Source: an optimization exercise on an open RTL-to-GDS flow (aim: small area and a short achievable clock period). Production flows keep margins and buffers that such runs may drop. Function was checked by simulation only, so behaviour that the tests miss may differ from the original. Power is estimated from default activity; no workload was simulated.

File: constraint.sdc
create_clock -name core_clock -period 10.0 [get_ports {i_clk}]
set_input_delay 2.0000 -clock core_clock [delete_from_list [all_inputs] [get_ports {i_clk}]]
set_output_delay 2.0000 -clock core_clock [all_outputs]
set_load 0.01 [all_outputs]
File: config.mk
export PLATFORM = sky130hd
export DESIGN_NAME = mips_core
export DESIGN_NICKNAME = mips_core
export VERILOG_FILES = /design/flow/design.v
export SDC_FILE = /design/flow/constraint.sdc
export NUM_CORES = 4
export LEC_CHECK = 0
export CAP_MARGIN = 20
export CORE_MARGIN = 2
export CORE_UTILIZATION = 50
export SETUP_SLACK_MARGIN = 5
export SLEW_MARGIN = 20
File: design.v
package mips_pkg;
    localparam int XLEN   = 32;
    localparam int REG_AW = 5;
    typedef union packed {
        struct packed {
            logic [5:0]        opcode;
            logic [REG_AW-1:0] rs;
            logic [REG_AW-1:0] rt;
            logic [REG_AW-1:0] rd;
            logic [4:0]        sa;
            logic [5:0]        funct;
        } r;
        struct packed {
            logic [5:0]        opcode;
            logic [REG_AW-1:0] rs;
            logic [REG_AW-1:0] rt;
            logic [15:0]       imm;
        } i;
        struct packed {
            logic [5:0]  opcode;
            logic [25:0] target;
        } j;
    } instr_t;
    localparam logic [5:0] OP_SPECIAL = 6'h00;
    localparam logic [5:0] OP_REGIMM  = 6'h01;
    localparam logic [5:0] OP_J       = 6'h02;
    localparam logic [5:0] OP_JAL     = 6'h03;
    localparam logic [5:0] OP_BEQ     = 6'h04;
    localparam logic [5:0] OP_BNE     = 6'h05;
    localparam logic [5:0] OP_BLEZ    = 6'h06;
    localparam logic [5:0] OP_BGTZ    = 6'h07;
    localparam logic [5:0] OP_ANDI    = 6'h0c;
    localparam logic [5:0] OP_ORI     = 6'h0d;
    localparam logic [5:0] OP_XORI    = 6'h0e;
    localparam logic [5:0] OP_LUI     = 6'h0f;
    localparam logic [5:0] FUNCT_SLL  = 6'h00;
    localparam logic [5:0] FUNCT_SRL  = 6'h02;
    localparam logic [5:0] FUNCT_SRA  = 6'h03;
    localparam logic [5:0] FUNCT_SLLV = 6'h04;
    localparam logic [5:0] FUNCT_SRLV = 6'h06;
    localparam logic [5:0] FUNCT_SRAV = 6'h07;
    localparam logic [5:0] FUNCT_JR   = 6'h08;
    localparam logic [5:0] FUNCT_JALR = 6'h09;
    localparam logic [5:0] FUNCT_MOVZ = 6'h0a;
    localparam logic [5:0] FUNCT_MOVN = 6'h0b;
    localparam logic [5:0] FUNCT_AND  = 6'h24;
    localparam logic [5:0] FUNCT_OR   = 6'h25;
    localparam logic [5:0] FUNCT_XOR  = 6'h26;
    localparam logic [5:0] FUNCT_NOR  = 6'h27;
    localparam logic [REG_AW-1:0] RT_BLTZ   = 5'h00;
    localparam logic [REG_AW-1:0] RT_BGEZ   = 5'h01;
    localparam logic [REG_AW-1:0] RT_BLTZAL = 5'h10;
    localparam logic [REG_AW-1:0] RT_BGEZAL = 5'h11;
    localparam logic [3:0] ALU_OR  = 4'd0;
    localparam logic [3:0] ALU_AND = 4'd1;
    localparam logic [3:0] ALU_XOR = 4'd2;
    localparam logic [3:0] ALU_NOR = 4'd3;
    localparam logic [3:0] ALU_SLL = 4'd4;
    localparam logic [3:0] ALU_SRL = 4'd5;
    localparam logic [3:0] ALU_SRA = 4'd6;
    localparam logic [3:0] ALU_ADD = 4'd7;
    localparam logic [1:0] SRC_RT  = 2'd0;
    localparam logic [1:0] SRC_IMM = 2'd1;
    localparam logic [1:0] SRC_SA  = 2'd2;
    localparam logic [1:0] SRC_PC  = 2'd3;  
    localparam logic [3:0] BR_NONE = 4'd0;
    localparam logic [3:0] BR_EQ   = 4'd1;
    localparam logic [3:0] BR_NE   = 4'd2;
    localparam logic [3:0] BR_GTZ  = 4'd3;
    localparam logic [3:0] BR_LEZ  = 4'd4;
    localparam logic [3:0] BR_LTZ  = 4'd5;
    localparam logic [3:0] BR_GEZ  = 4'd6;
    localparam logic [3:0] BR_JUMP = 4'd7;
    localparam logic [3:0] BR_JREG = 4'd8;
    localparam logic [REG_AW-1:0] LINK_REG = 5'd31;
endpackage
import mips_pkg::*;
module mips_core #(
    parameter logic [mips_pkg::XLEN-1:0] P_RESET_PC = '0
) (
    input  logic                            i_clk,
    input  logic                            i_reset,
    input  logic                            i_instr_valid,
    input  mips_pkg::instr_t                i_instr,
    output logic                            o_instr_ready,
    input  logic                            i_ret_ready,
    output logic                            o_ret_valid,
    output logic                            o_ret_wr,
    output logic [mips_pkg::XLEN-1:0]       o_ret_pc,
    output logic [mips_pkg::XLEN-1:0]       o_ret_wdata,
    output logic [mips_pkg::XLEN-1:0]       o_ret_next_pc,
    output logic [mips_pkg::REG_AW-1:0]     o_ret_waddr
);
    logic            valid;      
    logic [31:0]     pc_q;       
    logic [31:0]     a_q;        
    logic [31:0]     b_q;        
    logic [31:0]     alt_q;      
    logic [4:0]      shamt_q;
    logic            sh_left_q, sh_arith_q;
    logic            land_q, lor_q, lxor_q, lnor_q, lpb_q, lpa_q, lsh_q;
    logic            beq_q, bne_q, blez_q, bgtz_q, bltz_q, bgez_q, jmp_q, jr_q;
    logic            wr_q, movz_q, movn_q;
    logic [4:0]      waddr_q;
    logic [31:0]     regs [1:31];
    logic            load, retire;
    assign o_instr_ready = !valid || i_ret_ready;
    assign load          = i_instr_valid && o_instr_ready;
    assign retire        = valid && i_ret_ready;
    logic        a_zero, b_zero, ab_eq, taken;
    logic [31:0] pc4, next_pc, shifted, result;
    assign a_zero = (a_q == 32'd0);
    assign b_zero = (b_q == 32'd0);
    assign ab_eq  = (a_q == b_q);
    assign pc4    = {pc_q[31:2] + 30'd1, pc_q[1:0]};
    always_comb begin
        taken = (beq_q  && ab_eq)
             || (bne_q  && !ab_eq)
             || (blez_q && (a_q[31] || a_zero))
             || (bgtz_q && !a_q[31] && !a_zero)
             || (bltz_q && a_q[31])
             || (bgez_q && !a_q[31]);
        if (jr_q)
            next_pc = a_q;
        else if (jmp_q || taken)
            next_pc = alt_q;
        else
            next_pc = pc4;
    end
    logic fill;
    assign fill = sh_arith_q && b_q[31];
    always_comb begin
        shifted = b_q;
        for (int i = 0; i < 5; i++) begin
            if (shamt_q[i]) begin
                if (sh_left_q)
                    shifted = shifted << (1 << i);
                else
                    shifted = (shifted >> (1 << i)) | ({32{fill}} << (32 - (1 << i)));
            end
        end
    end
    assign result = ({32{land_q}} & (a_q & b_q))
                  | ({32{lor_q}}  & (a_q | b_q))
                  | ({32{lxor_q}} & (a_q ^ b_q))
                  | ({32{lnor_q}} & ~(a_q | b_q))
                  | ({32{lpb_q}}  & b_q)
                  | ({32{lpa_q}}  & a_q)
                  | ({32{lsh_q}}  & shifted);
    assign o_ret_valid   = valid;
    assign o_ret_pc      = pc_q;
    assign o_ret_next_pc = next_pc;
    assign o_ret_wdata   = result;
    assign o_ret_waddr   = waddr_q;
    assign o_ret_wr      = wr_q || (movz_q && b_zero) || (movn_q && !b_zero);
    logic [5:0]  opc, fn;
    logic [4:0]  rs_f, rt_f, rd_f, sa_f;
    logic [15:0] imm;
    logic        special, regimm_ok, is_ilogic, is_rlogic, is_shift, is_mov, is_jr, is_jalr;
    logic        is_jal, is_j, link, link31, is_lui;
    logic [1:0]  lop;
    logic [4:0]  wa;
    assign opc       = i_instr.r.opcode;
    assign rs_f      = i_instr.r.rs;
    assign rt_f      = i_instr.r.rt;
    assign rd_f      = i_instr.r.rd;
    assign sa_f      = i_instr.r.sa;
    assign fn        = i_instr.r.funct;
    assign imm       = i_instr.i.imm;
    assign special   = (opc == 6'h00);
    assign regimm_ok = (opc == 6'h01) && (rt_f[3:1] == 3'b000);
    assign is_ilogic = (opc[5:2] == 4'b0011);
    assign is_lui    = (opc == 6'h0f);
    assign is_rlogic = special && (fn[5:2] == 4'b1001);
    assign is_shift  = special && (fn[5:3] == 3'b000) && (fn[1:0] != 2'b01);
    assign is_mov    = special && (fn[5:1] == 5'b00101);
    assign is_jr     = special && (fn[5:1] == 5'b00100);
    assign is_jalr   = special && (fn == 6'h09);
    assign is_jal    = (opc == 6'h03);
    assign is_j      = (opc[5:1] == 5'b00001);
    assign link31    = is_jal || (regimm_ok && rt_f[4]);
    assign link      = link31 || is_jalr;
    assign lop       = special ? fn[1:0] : opc[1:0];
    assign wa        = special ? rd_f : (link31 ? 5'd31 : rt_f);
    logic [31:0] rs_raw, rt_raw, rs_v, rt_v;
    always_comb begin
        rs_raw = '0;
        rt_raw = '0;
        for (int k = 1; k < 32; k++) begin
            rs_raw = rs_raw | ({32{rs_f == 5'(k)}} & regs[k]);
            rt_raw = rt_raw | ({32{rt_f == 5'(k)}} & regs[k]);
        end
        rs_v = (valid && o_ret_wr && (waddr_q == rs_f)) ? result : rs_raw;
        rt_v = (valid && o_ret_wr && (waddr_q == rt_f)) ? result : rt_raw;
    end
    logic [31:0] new_pc, new_pc4, new_alt, b_alt;
    logic [30:0] br_sum;
    assign new_pc  = valid ? next_pc : pc_q;
    assign new_pc4 = {new_pc[31:2] + 30'd1, new_pc[1:0]};
    assign br_sum  = {new_pc[31:2], 1'b1} + {{14{imm[15]}}, imm, 1'b1};
    assign new_alt = is_j ? {new_pc4[31:28], i_instr.j.target, 2'b00}
                          : {br_sum[30:1], new_pc[1:0]};
    assign b_alt   = is_lui ? {imm, 16'h0000} : (is_ilogic ? {16'h0000, imm} : new_pc4);
    always_ff @(posedge i_clk) begin
        if (i_reset)
            valid <= 1'b0;
        else if (load)
            valid <= 1'b1;
        else if (i_ret_ready)
            valid <= 1'b0;
    end
    always_ff @(posedge i_clk) begin
        if (i_reset)
            pc_q <= P_RESET_PC;
        else if (retire)
            pc_q <= next_pc;
    end
    always_ff @(posedge i_clk) begin
        if (load) begin
            a_q        <= rs_v;
            b_q        <= (is_ilogic || link) ? b_alt : rt_v;
            alt_q      <= new_alt;
            shamt_q    <= fn[2] ? rs_v[4:0] : sa_f;
            sh_left_q  <= !fn[1];
            sh_arith_q <= fn[0];
            land_q     <= (is_rlogic || is_ilogic) && (lop == 2'b00);
            lor_q      <= (is_rlogic || is_ilogic) && (lop == 2'b01);
            lxor_q     <= (is_rlogic || is_ilogic) && (lop == 2'b10);
            lnor_q     <= is_rlogic && (lop == 2'b11);
            lpb_q      <= is_lui || link;
            lpa_q      <= is_mov;
            lsh_q      <= is_shift;
            beq_q      <= (opc == 6'h04);
            bne_q      <= (opc == 6'h05);
            blez_q     <= (opc == 6'h06);
            bgtz_q     <= (opc == 6'h07);
            bltz_q     <= regimm_ok && !rt_f[0];
            bgez_q     <= regimm_ok && rt_f[0];
            jmp_q      <= is_j;
            jr_q       <= is_jr;
            wr_q       <= (is_ilogic || is_rlogic || is_shift || link) && (wa != 5'd0);
            movz_q     <= is_mov && !fn[0] && (wa != 5'd0);
            movn_q     <= is_mov && fn[0] && (wa != 5'd0);
            waddr_q    <= wa;
        end
    end
    logic        commit;
    logic [31:0] wb_data;
    assign commit  = retire && o_ret_wr;
    assign wb_data = result & {32{!i_reset}};
    always_ff @(posedge i_clk) begin
        for (int k = 1; k < 32; k++) begin
            if (i_reset || (commit && (waddr_q == 5'(k))))
                regs[k] <= wb_data;
        end
    end
endmodule
File: run.sh
#!/bin/bash
# synth_recipe.tcl (not shown) runs the flow's synth.tcl, then flattens the netlist and writes it again
# the make line also repeats each setting of config.mk as NAME=value (left out here)
make -C /OpenROAD-flow-scripts/flow DESIGN_CONFIG=/design/flow/config.mk WORK_HOME=/design/flow/orfs CLKGATE_MAP_FILE= SYNTH_SCRIPT=/design/flow/synth_recipe.tcl finish
==> results of run 1 <==
Yosys cell counts (16+ instances only):
cell type / number
nand3_1: 128
nand2_1: 170
dfxtp_1: 33
buf_1: 46
mux4_2: 27
xor2_1: 39
a22o_1: 270
a31oi_1: 19
clkbuf_1: 310
a211oi_1: 56
mux2i_1: 134
edfxtp_1: 1118
nor4_1: 51
o21a_1: 16
and3_1: 20
nand2b_1: 19
nor3_1: 128
o211ai_1: 25
nand4_1: 164
a221oi_1: 278
xnor2_1: 42
inv_1: 134
nor2_1: 307
a21o_1: 38
and2_1: 16
a222oi_1: 65
o21ai_0: 98
nor2b_1: 23
o21bai_1: 26
mux2_2: 24
a21oi_1: 174
ha_1: 95
o31ai_1: 21
a22oi_1: 430
flip-flops by register name (all words and copies together) (netlist names), 5 cells and up:
name,flops
alt_q,32
shamt_q,5
b_q,32
pc_q,32
waddr_q,5
a_q,32
regs,992
layer usage:
metal | vias to the layer above | GRT usage [%] | wire length (um)
li1 | 20500 | - | -
met1 | 26900 | 60.0 | 97700
met2 | 6665 | 71.6 | 124000
met3 | 2229 | 23.4 | 55900
met4 | 24 | 38.9 | 34600
met5 | - | 0.441 | 351
worst max-delay path: cells and delay by family, from the launching register on:
family	cells	cell delay, ns
AOI/OAI and AO/OA	3	0.96
buffers and inverters	6	0.94
muxes	3	0.78
DFF	1	0.39
and+or+nand+nor	1	0.10
layout make-up:
type,count,area (um2),share of cell area (%)
Antenna cell,13,32.5,0.0441
Timing Repair Buffer,781,7150,9.69
Sequential cell,1151,34200,46.4
Clock buffer,131,3020,4.09
Tap cell,1524,1910,2.58
Clock inverter,85,801,1.08
Timing Repair inverter,2,15.0,0.0203
Inverter,136,551,0.746
Multi-Input combinational cell,3063,26100,35.4
power groups by stage:
stage | combinational [mW] | clock [mW] | sequential, mW
finish | 3.32 | 4.44 | 6.32
global route | 3.35 | 4.61 | 6.34
CTS | 2.85 | 4.42 | 6.29
detailed placement | 2.18 | 0 | 6.45
global placement | 2.17 | 0 | 6.45
floorplan | 1.19 | 0 | 6.26
how the worst min path moves through the flow:
stage / cells past startpoint / startpoint / endpoint
final: 2 / pc_q[0]$_SDFFE_PP0P_ / pc_q[0]$_SDFFE_PP0P_
after global placement: 2 / pc_q[0]$_SDFFE_PP0P_ / pc_q[0]$_SDFFE_PP0P_
after CTS: 2 / pc_q[0]$_SDFFE_PP0P_ / pc_q[0]$_SDFFE_PP0P_
after detailed placement: 2 / pc_q[0]$_SDFFE_PP0P_ / pc_q[0]$_SDFFE_PP0P_
after floorplan: 2 / pc_q[0]$_SDFFE_PP0P_ / pc_q[0]$_SDFFE_PP0P_
after global routing: 2 / pc_q[1]$_SDFFE_PP0P_ / pc_q[1]$_SDFFE_PP0P_
cells by family (layout without fill, tap and decap cells):
logic type                 count (synthesis)  in the layout  share of synthesized area (%)
and+or+nand+nor                         1087           1093                           9.29
AOI/OAI and AO/OA                       1607           1607                           21.3
other                                      0             13                              0
buffers and inverters                    506           1135                           3.33
adders and majority gates                 96             96                           2.08
xor gates and xnor gates                  81             81                           1.22
muxes                                    186            186                           3.85
DFF                                     1151           1151                           59.0
what timing repair did:
item / 4_1_cts / 5_1_grt
hold buffers: 0 / 0
hold endpoints to repair: 0 / 0
setup endpoints to repair: 192 / 255
buffers inserted: 317 / 101
cloned: 18 / 5
pin swaps: 207 / 186
resized for setup: 848 / 288
metrics by stage:
| step | total power [mW] | hold WS [ns] | setup slack (ns) |
|---|---|---|---|
| CTS | 13.6 | 0.509 | 4.29 |
| global route | 14.3 | 0.540 | 3.99 |
| detailed placement | 8.62 | 0.499 | 2.98 |
| floorplan | 7.45 | 0.503 | 5.00 |
| finish | 14.1 | 0.508 | 4.04 |
| global placement | 8.62 | 0.480 | 2.99 |
==> flow_metrics.py, run 1 <==
metrics = {
    "status": {
        "run_status": "complete, no violations",
    },
    "detailed_routing": {
        "viasPerCell": 8.17,
        "totalWireLength_um": 313000,
        "ant_nets": 0,
        "avgRoutedWirePerCell_um": 45.4,
        "first_iter_violations": 13500,
        "firstDrtPassIters": 13,
        "drc": 0,
        "vias": 56300,
    },
    "critical_path": {
        "ff2ff_setup_slack_ns": 4.11,
        "critPathMaxStageDelay_ns": 0.49,
        "critical_path.startpoint_type": "flip-flop",
        "worstSetupPathType": "reg2out",
        "critPathMaxFanout": 8,
        "crit_chain": "buf_6, buf_16, clkinvlp_4, buf_6, a211oi_4, o31ai_4, mux2i_1, mux2i_1, mux2_4, a211oi_4, nor3_2, inv_1, buf_2",
        "cp_slowest_cell": "a211oi_4",
        "arrival_ns": 3.96,
        "setup.worst_path.end": "o_ret_wdata[13]",
        "r2r_end": "alt_q[31]$_DFFE_PP_",
        "cp-end-kind": "output port",
        "reg2reg_depth": 24,
        "crit_required_ns": 8.00,
        "cp-startpoint": "sh_left_q$_DFFE_PP_",
        "rr_startpoint": "b_q[14]$_DFFE_PP_",
    },
    "sta": {
        "fin_skew_ns": 0.0461,
        "max_slew_margin_pct": 22.3,
        "fmax_ghz": 0.168,
        "setup_viol": 0,
        "period_minus_slack_ns": 5.96,
        "rsz0062_at_grt": "true",
        "finalMaxSlewViolations": 0,
        "fin_setup_tns_ns": 0,
        "tightestPinTransition_ns": 1.17,
        "finalCritPeriodShare_pct": 59.6,
        "hold_viol_final": 0,
    },
    "floorplanning": {
        "die_w_um": 345,
        "core_um2": 116000,
        "die_h_um": 345,
        "dieArea_um2": 119000,
        "pin_count": 140,
        "rows": 125,
        "initial_core_util_pct": 50.2,
    },
    "worst_hold_path": {
        "worstHoldPathType": "reg2reg",
    },
    "power_and_ir_drop": {
        "switchingPower_mw": 4.47,
        "power_frac_comb_pct": 23.6,
        "power.internal_mw": 9.61,
        "p_leak_nw": 26.3,
        "clockPowerShare_pct": 31.5,
        "ir_drop_v": 0.000165,
        "p_per_area_nw_per_um2": 191,
        "seq_power_share_pct": 44.9,
        "switching_share_pct": 31.8,
    },
    "cts": {
        "cts_tree": "done",
        "ctsRootBufferMaster": "clkbuf_16",
        "clk_pin_slew_ns": 0.07,
        "clockBufferDepth": 3,
        "clock_latency_ns": 0.78,
        "htreeDepth": 3,
        "cts_sinks": 1151,
        "cts_inserted_buffers": 118,
    },
    "synth": {
        "synthArstFlopShare_pct": 0,
        "synth_nets": 4846,
        "yosysTopAreaCellShare_pct": 57.8,
        "yosysSeqAreaShare_pct": 59.0,
        "synthDistinctLibCells": 87,
        "synth_edf_count": 1118,
        "synthesis.area_um2": 58100,
        "yosys-top-cells-area": "edfxtp_1, a22oi_1, a221oi_1",
        "synth_cells": 4714,
        "yosys.area.top_type": "edfxtp_1",
        "ys.flop_type": "edfxtp_1",
        "syn_avg_cell_area_um2": 12.3,
        "ys_ff_latch": 1151,
        "synth-warning-count": 2,
    },
    "cells_and_area": {
        "num-nets-final": 5385,
        "final_cell_mix": "edfxtp_1, buf_4, a22oi_1",
        "drive_gt1_share_pct": 29.1,
        "final_util_pct": 63.8,
        "postLayoutCellArea_um2": 73800,
        "syn_to_final_growth_pct": 27.2,
        "nFillCells": 8644,
        "fin_cells": 6886,
        "mostFrequentLayoutCell": "edfxtp_1",
    },
    "global_route": {
        "gr-usage-all-layers_pct": 50.7,
        "grt_max_degree": 74,
        "antenna_found_initial": 13,
        "grt_remaining_overflow": 0,
        "grt_pass1_wl_um": 415000,
        "grt_pass1_vias": 51400,
    },
    "flow_run": {
        "maxCapViolCount": 0,
    },
    "place": {
        "dpl.hpwl_um": 172000,
        "dpl_cell_area_um2": 62400,
        "routabilityCongestion": 1.06,
        "port_buffers": 139,
        "post-place-cells": 6216,
    },
}
==> run 2: changes to the inputs <==
--- a/design.v
+++ b/design.v
@@ -96,9 +96,10 @@
     logic [31:0]     a_q;        
     logic [31:0]     b_q;        
     logic [31:0]     alt_q;      
-    logic [4:0]      shamt_q;
-    logic            sh_left_q, sh_arith_q;
-    logic            land_q, lor_q, lxor_q, lnor_q, lpb_q, lpa_q, lsh_q;
+    logic [4:1]      shl_q, shr_q;
+    logic            sh1_q, sh_arith_q;
+    logic [3:0]      lut_q;
+    logic            llink_q;    
     logic            beq_q, bne_q, blez_q, bgtz_q, bltz_q, bgez_q, jmp_q, jr_q;
     logic            wr_q, movz_q, movn_q;
     logic [4:0]      waddr_q;
@@ -120,33 +121,26 @@
              || (bgtz_q && !a_q[31] && !a_zero)
              || (bltz_q && a_q[31])
              || (bgez_q && !a_q[31]);
-        if (jr_q)
-            next_pc = a_q;
-        else if (jmp_q || taken)
-            next_pc = alt_q;
-        else
-            next_pc = pc4;
-    end
-    logic fill;
+        next_pc = ({32{jr_q}} & a_q)
+                | ({32{!jr_q && (jmp_q || taken)}} & alt_q)
+                | ({32{!jr_q && !jmp_q && !taken}} & pc4);
+    end
+    logic        fill;
+    logic [31:0] lut_r;
     assign fill = sh_arith_q && b_q[31];
     always_comb begin
-        shifted = b_q;
-        for (int i = 0; i < 5; i++) begin
-            if (shamt_q[i]) begin
-                if (sh_left_q)
-                    shifted = shifted << (1 << i);
-                else
-                    shifted = (shifted >> (1 << i)) | ({32{fill}} << (32 - (1 << i)));
-            end
-        end
-    end
-    assign result = ({32{land_q}} & (a_q & b_q))
-                  | ({32{lor_q}}  & (a_q | b_q))
-                  | ({32{lxor_q}} & (a_q ^ b_q))
-                  | ({32{lnor_q}} & ~(a_q | b_q))
-                  | ({32{lpb_q}}  & b_q)
-                  | ({32{lpa_q}}  & a_q)
-                  | ({32{lsh_q}}  & shifted);
+        shifted = ({32{shl_q[1]}} & (b_q << 2))
+                | ({32{shr_q[1]}} & {{2{fill}}, b_q[31:2]})
+                | ({32{sh1_q}}    & b_q);
+        for (int i = 2; i < 5; i++) begin
+            shifted = ({32{shl_q[i]}} & (shifted << (1 << i)))
+                    | ({32{shr_q[i]}} & ((shifted >> (1 << i)) | ({32{fill}} << (32 - (1 << i)))))
+                    | ({32{!(shl_q[i] || shr_q[i])}} & shifted);
+        end
+        for (int i = 0; i < 32; i++)
+            lut_r[i] = lut_q[{a_q[i], b_q[i]}];
+    end
+    assign result = shifted | lut_r | ({32{llink_q}} & pc4);
     assign o_ret_valid   = valid;
     assign o_ret_pc      = pc_q;
     assign o_ret_next_pc = next_pc;
@@ -193,14 +187,33 @@
         rs_v = (valid && o_ret_wr && (waddr_q == rs_f)) ? result : rs_raw;
         rt_v = (valid && o_ret_wr && (waddr_q == rt_f)) ? result : rt_raw;
     end
-    logic [31:0] new_pc, new_pc4, new_alt, b_alt;
+    logic [4:0]  shamt;
+    logic [3:0]  lut;
+    logic        sh0_l, sh0_r;
+    assign shamt = fn[2] ? rs_v[4:0] : sa_f;
+    assign sh0_l = is_shift && shamt[0] && !fn[1];
+    assign sh0_r = is_shift && shamt[0] && fn[1];
+    always_comb begin
+        lut = 4'b0000;
+        if (is_rlogic || is_ilogic) begin
+            case (lop)
+                2'b00: lut = 4'b1000;                           
+                2'b01: lut = 4'b1110;                           
+                2'b10: lut = 4'b0110;                           
+                default: lut = is_rlogic ? 4'b0001 : 4'b1010;   
+            endcase
+        end else if (is_mov) begin
+            lut = 4'b1100;                                      
+        end
+    end
+    logic [31:0] new_pc, new_pc4, new_alt, b_imm;
     logic [30:0] br_sum;
     assign new_pc  = valid ? next_pc : pc_q;
     assign new_pc4 = {new_pc[31:2] + 30'd1, new_pc[1:0]};
     assign br_sum  = {new_pc[31:2], 1'b1} + {{14{imm[15]}}, imm, 1'b1};
     assign new_alt = is_j ? {new_pc4[31:28], i_instr.j.target, 2'b00}
                           : {br_sum[30:1], new_pc[1:0]};
-    assign b_alt   = is_lui ? {imm, 16'h0000} : (is_ilogic ? {16'h0000, imm} : new_pc4);
+    assign b_imm   = is_lui ? {imm, 16'h0000} : {16'h0000, imm};
     always_ff @(posedge i_clk) begin
         if (i_reset)
             valid <= 1'b0;
@@ -218,18 +231,14 @@
     always_ff @(posedge i_clk) begin
         if (load) begin
             a_q        <= rs_v;
-            b_q        <= (is_ilogic || link) ? b_alt : rt_v;
+            b_q        <= is_ilogic ? b_imm : (sh0_l ? {rt_v[30:0], 1'b0} : (sh0_r ? {fn[0] && rt_v[31], rt_v[31:1]} : rt_v));
             alt_q      <= new_alt;
-            shamt_q    <= fn[2] ? rs_v[4:0] : sa_f;
-            sh_left_q  <= !fn[1];
+            shl_q      <= shamt[4:1] & {4{is_shift && !fn[1]}};
+            shr_q      <= shamt[4:1] & {4{is_shift && fn[1]}};
+            sh1_q      <= is_shift && !shamt[1];
             sh_arith_q <= fn[0];
-            land_q     <= (is_rlogic || is_ilogic) && (lop == 2'b00);
-            lor_q      <= (is_rlogic || is_ilogic) && (lop == 2'b01);
-            lxor_q     <= (is_rlogic || is_ilogic) && (lop == 2'b10);
-            lnor_q     <= is_rlogic && (lop == 2'b11);
-            lpb_q      <= is_lui || link;
-            lpa_q      <= is_mov;
-            lsh_q      <= is_shift;
+            lut_q      <= lut;
+            llink_q    <= link;
             beq_q      <= (opc == 6'h04);
             bne_q      <= (opc == 6'h05);
             blez_q     <= (opc == 6'h06);
==> flow/run.sh (new file) <==
#!/bin/bash
# The standard layout, except that the ports are buffered with plain
# buffers (buf_4) instead of the delay cells buffer_ports picks by default.
set -euo pipefail
bash standard.sh "BUFFER_PORTS_ARGS=-buffer_cell sky130_fd_sc_hd__buf_4" finish > standard_flow.log 2>&1
==> standard.sh (new file) <==
#!/bin/bash
# synth_recipe.tcl (not shown) runs the flow's synth.tcl, then flattens the netlist and writes it again
# the make line also repeats each setting of config.mk as NAME=value (left out here)
make -C /OpenROAD-flow-scripts/flow DESIGN_CONFIG=/design/flow/config.mk WORK_HOME=/design/flow/orfs CLKGATE_MAP_FILE= SYNTH_SCRIPT=/design/flow/synth_recipe.tcl "${@:-finish}"
--- a/config.mk
+++ b/config.mk
@@ -7,6 +7,9 @@
 export LEC_CHECK = 0
 export CAP_MARGIN = 20
 export CORE_MARGIN = 2
-export CORE_UTILIZATION = 50
+export CORE_UTILIZATION = 55
+export CTS_CLUSTER_DIAMETER = 100
+export CTS_CLUSTER_SIZE = 24
 export SETUP_SLACK_MARGIN = 5
 export SLEW_MARGIN = 20
+export TNS_END_PERCENT = 0
removed: run.sh
==> flow_metrics.py, run 2 <==
metrics = {
    "cts": {
        "cts_tree": "done",
        "clk_pin_slew_ns": 0.10,
        "ctsRootBufferMaster": "clkbuf_16",
        "clockBufferDepth": 3,
        "cts_sinks": 1152,
        "clock_latency_ns": 0.76,
        "cts_inserted_buffers": 57,
        "htreeDepth": 2,
    },
    "critical_path": {
        "critical_path.startpoint_type": "flip-flop",
        "cp_slowest_cell": "edfxtp_1",
        "reg2reg_depth": 20,
        "critPathMaxStageDelay_ns": 0.58,
        "rr_startpoint": "b_q[12]$_DFFE_PP_",
        "r2r_end": "alt_q[31]$_DFFE_PP_",
        "critPathMaxFanout": 4,
        "ff2ff_setup_slack_ns": 4.65,
        "crit_required_ns": 8.00,
        "arrival_ns": 3.61,
        "crit_chain": "buf_4, a222oi_1, buf_4, o22a_1, o21ai_1, a221o_2, a221oi_2, buf_4, inv_2, buf_4",
        "cp-end-kind": "output port",
        "crit_top_cell": "buf_4",
        "worstSetupPathType": "reg2out",
    },
    "synth": {
        "ys_ff_latch": 1152,
        "synth_common_cells": "edfxtp_1, a22oi_1, nand2_1",
        "yosys.area.top_type": "edfxtp_1",
        "yosysTopAreaCellShare_pct": 60.8,
        "yosysMostFrequentCell": "edfxtp_1",
        "synth_nets": 4427,
        "synth_cells": 4359,
        "ys.flop_type": "edfxtp_1",
        "synth-warning-count": 2,
        "yosysSeqAreaShare_pct": 62.0,
        "synthesis.area_um2": 55300,
        "synth_edf_count": 1119,
        "syn_avg_cell_area_um2": 12.7,
        "synthArstFlopShare_pct": 0,
        "yosys-top-cells-area": "edfxtp_1, a22oi_1, a221oi_1",
        "synthDistinctLibCells": 80,
    },
    "place": {
        "routabilityCongestion": 1.04,
        "place_ws_ns": 3.28,
        "port_buffers": 139,
        "dpl.hpwl_um": 156000,
    },
    "detailed_routing": {
        "viasPerCell": 8.46,
        "totalWireLength_um": 278000,
        "firstDrtPassIters": 11,
        "drc": 0,
        "vias": 49300,
        "avgRoutedWirePerCell_um": 47.7,
        "first_iter_violations": 12800,
        "ant_nets": 0,
    },
    "worst_hold_path": {
        "whs_path_depth": 2,
        "worstHoldPathType": "reg2reg",
        "holdCritStartpoint": "pc_q[10]$_SDFFE_PP0P_",
        "holdPathEnd": "pc_q[10]$_SDFFE_PP0P_",
    },
    "floorplanning": {
        "rows": 116,
        "initial_core_util_pct": 55.4,
        "die_w_um": 321,
        "die_h_um": 321,
        "core_um2": 99900,
        "dieArea_um2": 103000,
        "pin_count": 140,
    },
    "cells_and_area": {
        "mostFrequentLayoutCell": "edfxtp_1",
        "largest_reg_flops": 992,
        "num-nets-final": 4569,
        "regMostFlops": "regs",
        "nFillCells": 7835,
        "final_cell_mix": "edfxtp_1, a22oi_1, buf_4",
        "drive_gt1_share_pct": 17.7,
        "syn_to_final_growth_pct": 12.2,
    },
    "sta": {
        "max_slew_margin_pct": 13.3,
        "layout_setup_ws_ns": 4.39,
        "setup_viol": 0,
        "fmax_ghz": 0.178,
        "hold_ws_ns": 0.566,
        "tightestPinTransition_ns": 1.30,
        "finalMaxSlewViolations": 0,
        "rsz0062_at_grt": "true",
        "period_minus_slack_ns": 5.61,
        "finalCritPeriodShare_pct": 56.1,
        "fin_setup_tns_ns": 0,
        "hold_viol_final": 0,
        "fin_skew_ns": 0.0458,
    },
    "global_route": {
        "antenna_found_initial": 17,
        "grt_max_degree": 67,
        "grt.busiest_layer": "met2",
        "grt_remaining_overflow": 0,
        "grt_pass1_wl_um": 371000,
        "grt_pass1_vias": 45000,
        "gr-usage-all-layers_pct": 52.7,
        "grt_use_met2_pct": 74.2,
        "grtUsageMet1_pct": 63.0,
        "met3_usage_pct": 23.4,
    },
    "power_and_ir_drop": {
        "p_total_mw": 11.3,
        "p_leak_nw": 21.5,
        "ir_drop_v": 0.000213,
        "p_per_area_nw_per_um2": 182,
    },
    "status": {
        "run_status": "complete, no violations",
    },
    "flow_run": {
        "maxCapViolCount": 0,
    },
}
[run 2: layout make-up]
class / instances / area, um2 / share of cell area (%)
Timing Repair inverter: 2 / 10.0 / 0.0161
Antenna cell: 9 / 22.5 / 0.0363
Multi-Input combinational cell: 2810 / 21000 / 33.9
Clock inverter: 14 / 214 / 0.345
Inverter: 62 / 240 / 0.387
Timing Repair Buffer: 416 / 3200 / 5.15
Clock buffer: 60 / 1460 / 2.35
Tap cell: 1298 / 1620 / 2.62
Sequential cell: 1152 / 34300 / 55.2
[run 2: per-layer routing]
| metal | vias up | part of all wire [%] |
|---|---|---|
| met5 | - | 0.17 |
| met1 | 23400 | 31 |
| li1 | 18200 | - |
| met2 | 5849 | 40 |
| met4 | 26 | 10 |
| met3 | 1752 | 18 |
[run 2: through the flow]
stage / area, um2 / utilization (%) / std cells
5_1_grt: 62000 / 62.1 / 5816
3_3_place_gp: 58500 / 58.6 / 5603
3_5_place_dp: 58500 / 58.6 / 5603
2_1_floorplan: 55300 / - / 4359
6_report: 62000 / 62.1 / 5823
4_1_cts: 61600 / 61.7 / 5790
[run 2: report_power, final]
part           switching, mW  internal, mW
logic                   1.52         0.664
clock network           1.63          1.12
registers              0.379          6.00
[run 2: worst max-delay path, delay by kind of cell (launching register included)]
family,cells,cell delay (ns)
compound gates,5,1.38
buf+inv,5,0.89
flops,1,0.58
[run 2: logic make-up (layout without fill, tap and decap cells)]
family	count (synthesis)	in the layout	share of synthesized area [%]
AOI/OAI and AO/OA	1499	1500	20.6
DFF	1152	1152	62.0
and+or+nand+nor	1069	1070	9.63
buffers and inverters	400	554	2.77
muxes	119	120	2.92
xor gates and xnor gates	88	88	1.39
adders and majority gates	32	32	0.738
other	0	9	0
[run 2: worst max-delay path by stage]
stage / startpoint / to / depth (start not counted)
finish: b_q[12]$_DFFE_PP_ / o_ret_wdata[8] / 10
global route: b_q[12]$_DFFE_PP_ / alt_q[31]$_DFFE_PP_ / 20
CTS: shl_q[1]$_DFFE_PP_ / o_ret_wdata[10] / 10
detailed placement: b_q[18]$_DFFE_PP_ / alt_q[31]$_DFFE_PP_ / 21
global placement: b_q[18]$_DFFE_PP_ / alt_q[31]$_DFFE_PP_ / 21
floorplan: i_instr[1] / alt_q[30]$_DFFE_PP_ / 15
[run 2: what timing repair did]
item,in CTS,in global routing
pin swaps,49,15
cloned,5,0
hold buffers,0,0
resized for setup,121,39
endpoints found under the setup margin,125,128
buffers inserted,108,23
==> run 3: changes to the inputs <==
==> run.sh (new file) <==
#!/bin/bash
# synth_recipe.tcl (not shown) runs the flow's synth.tcl, then flattens the netlist and writes it again
# the make line also repeats each setting of config.mk as NAME=value (left out here)
make -C /OpenROAD-flow-scripts/flow DESIGN_CONFIG=/design/flow/config.mk WORK_HOME=/design/flow/orfs CLKGATE_MAP_FILE= SYNTH_SCRIPT=/design/flow/synth_recipe.tcl finish
removed: flow/run.sh
removed: standard.sh
==> flow_metrics.py, run 3 <==
metrics = {
    "status": {
        "run_status": "complete, no violations",
    },
    "sta": {
        "tightestPinTransition_ns": 1.41,
        "setup_viol": 0,
        "fmax_ghz": 0.178,
        "finalCritPeriodShare_pct": 56.3,
        "period_minus_slack_ns": 5.63,
        "finalMaxSlewViolations": 0,
        "hold_viol_final": 0,
        "rsz0062_at_grt": "true",
        "fin_setup_tns_ns": 0,
        "fin_skew_ns": 0.0506,
        "max_slew_margin_pct": 5.15,
    },
    "synth": {
        "yosys.area.top_type": "edfxtp_1",
        "syn_avg_cell_area_um2": 12.7,
        "synth_compound_area_share_pct": 20.6,
        "yosys-top-cells-area": "edfxtp_1, a22oi_1, a221oi_1",
        "synth_top_family_by_area": "compound AO/OA/AOI/OAI gates",
        "yosysMostFrequentCell": "edfxtp_1",
        "synthAdderAreaFrac_pct": 0.738,
        "synthesis.area_um2": 55300,
        "synthDistinctLibCells": 80,
        "synth_common_cells": "edfxtp_1, a22oi_1, nand2_1",
        "muxShareOfSynthArea_pct": 2.92,
        "yosysTopAreaCellShare_pct": 60.8,
        "ys_ff_latch": 1152,
        "synth_xor_area_share_pct": 1.39,
        "synth_nets": 4427,
        "synth_edf_count": 1119,
        "ys.flop_type": "edfxtp_1",
        "synthArstFlopShare_pct": 0,
        "yosysSeqAreaShare_pct": 62.0,
        "yosys.area_share.simple_pct": 9.63,
        "synth-warning-count": 2,
        "synth_cells": 4359,
    },
    "floorplanning": {
        "initial_core_util_pct": 55.4,
        "dieArea_um2": 103000,
        "rows": 116,
        "pin_count": 140,
        "die_w_um": 321,
        "core_um2": 99900,
        "die_h_um": 321,
    },
    "cells_and_area": {
        "final_cell_mix": "edfxtp_1, a22oi_1, buf_4",
        "mostFrequentLayoutCell": "edfxtp_1",
        "num-nets-final": 4675,
        "nFillCells": 7680,
        "fin_cells": 5939,
        "syn_to_final_growth_pct": 15.2,
        "largest_reg_flops": 992,
        "drive_gt1_share_pct": 18.1,
        "regMostFlops": "regs",
    },
    "detailed_routing": {
        "ant_nets": 0,
        "avgRoutedWirePerCell_um": 47.1,
        "drc": 0,
        "firstDrtPassIters": 15,
        "first_iter_violations": 13000,
        "viasPerCell": 8.50,
        "totalWireLength_um": 280000,
        "vias": 50500,
    },
    "power_and_ir_drop": {
        "p_per_area_nw_per_um2": 178,
        "seq_power_share_pct": 56.4,
        "power.internal_mw": 7.80,
        "switching_share_pct": 31.1,
        "switchingPower_mw": 3.53,
        "clockPowerShare_pct": 23.5,
        "ir_drop_v": 0.000187,
        "power_frac_comb_pct": 20.0,
        "p_total_mw": 11.3,
        "p_leak_nw": 22.1,
    },
    "global_route": {
        "antenna_found_initial": 26,
        "grt_pass1_wl_um": 374000,
        "gr-usage-all-layers_pct": 52.9,
        "grt_max_degree": 73,
        "grt_remaining_overflow": 0,
        "grt_pass1_vias": 45800,
    },
    "critical_path": {
        "rr_startpoint": "b_q[19]$_DFFE_PP_",
        "cp-end-kind": "output port",
        "worstSetupPathType": "reg2out",
        "crit_required_ns": 8.00,
        "cp-startpoint": "shl_q[1]$_DFFE_PP_",
        "critical_path.startpoint_type": "flip-flop",
        "critPathMaxFanout": 8,
        "arrival_ns": 3.63,
    },
    "cts": {
        "cts_inserted_buffers": 56,
        "clockBufferDepth": 3,
        "htreeDepth": 2,
        "clk_pin_slew_ns": 0.10,
        "clock_latency_ns": 0.75,
        "ctsRootBufferMaster": "clkbuf_16",
        "cts_sinks": 1152,
        "cts_tree": "done",
    },
    "place": {
        "routabilityCongestion": 1.05,
        "dpl.hpwl_um": 157000,
        "port_buffers": 139,
        "post-place-cells": 5608,
    },
    "worst_hold_path": {
        "worstHoldPathType": "reg2reg",
        "holdCritStartpoint": "pc_q[9]$_SDFFE_PP0P_",
    },
    "flow_run": {
        "maxCapViolCount": 0,
    },
}
run 3: cell counts after synthesis:
No cell type changed its count.
run 3: through the flow:
step	util, %	worst slack [ns]	hold slack, ns	instance area (um2)
floorplan	-	4.81	0.515	55300
global placement	59.0	3.00	0.532	58900
detailed placement	59.1	3.17	0.540	59000
CTS	63.2	4.56	0.538	63100
global route	63.8	4.35	0.584	63700
finish	63.8	4.37	0.538	63700
run 3: repair_timing:
action	CTS	global route
gates cloned	13	1
setup buffers	189	34
endpoints found under the hold margin	0	0
hold buffers	0	0
pin swaps	109	26
setup endpoints to repair	155	153
gates resized for setup	361	45
run 3: final timing paths:
kind                                              to  slack [ns]  cells after the start
worst max-delay path                 o_ret_wdata[30]        4.37                     11
worst min-delay path            pc_q[9]$_SDFFE_PP0P_        0.54                      2
worst max register to register   alt_q[25]$_DFFE_PP_        4.52                     23
worst min register to register  pc_q[9]$_SDFFE_PP0P_        0.54                      2
run 3: cell type report:
class / instances / area (um2) / area share (%)
antenna: 20 / 50.0 / 0.0785
clock buffer: 65 / 1460 / 2.29
clock inverter: 7 / 111 / 0.175
inverter: 62 / 243 / 0.381
multi-input combinational: 2814 / 21500 / 33.7
sequential: 1152 / 34300 / 53.8
tap: 1298 / 1620 / 2.55
timing repair buffer: 519 / 4450 / 6.98
timing repair inverter: 2 / 10.0 / 0.0157
run 3: power by group through the flow:
stage	logic, mW	registers, mW	clock network [mW]
floorplan	0.942	6.31	0
global placement	1.84	6.47	0
detailed placement	1.84	6.48	0
CTS	2.05	6.36	2.61
global route	2.28	6.41	2.78
finish	2.27	6.39	2.67
run 3: metal layers:
metal,vias up,wire length (um),global-route usage [%]
met4,36,31700,42.6
met2,6125,112000,73.8
met1,23900,85400,62.0
met5,-,566,1.56
met3,1995,50300,25.4
li1,18500,-,-
run 3: logic make-up (layout without fill, tap and decap cells):
group	after synthesis	after routing
adders and majority gates	32	32
DFF	1152	1152
AOI/OAI and AO/OA	1499	1501
and+or+nand+nor	1069	1073
buffers and inverters	400	655
xor gates and xnor gates	88	88
other	0	20
muxes	119	120
run 3: worst max-delay path, cell delays in order, from the launching register on:
cell      delay, ns
edfxtp_1       0.43
buf_6          0.17
buf_12         0.14
a222oi_1       0.43
buf_4          0.23
o22ai_1        0.11
a21oi_2        0.17
buf_4          0.16
o221ai_4       0.22
a211o_1        0.37
a221o_2        0.32
buf_2          0.15

[port drivers added, routing unchanged]
How much do the figures lean on ideal ports? The routed layouts below were timed once more, with nothing changed but the port constraints.
Step 1 sets driving cells, clkbuf_16 on the clock port and buf_2 on the other inputs (assumed; they add their load-dependent delay and slew).
Step 2 times the ports against the registers' clock, not the clock port: input delays grow and output delays shrink by t, the midpoint of the rising clock arrivals with the driver on.
a / b / c = ideal ports / drivers / drivers and shift; a / b = the first two.
run | t (ns) | setup slack, ns | slew at the worst register clock pin (ns) | worst slew at a driven data input, ns
run 1 | 0.837 | 4.040 / 3.962 / 3.926 | 0.07 / 0.07 | 0.10
run 2 | 0.810 | 4.386 / 4.316 / 3.659 | 0.11 / 0.11 | 0.09
run 3 | 0.804 | 4.367 / 4.291 / 3.633 | 0.11 / 0.11 | 0.09
After both steps every run listed still meets setup and hold. The setup slack of run 3, which loses most, moves by -0.076 ns with the drivers and by -0.734 ns with both steps.
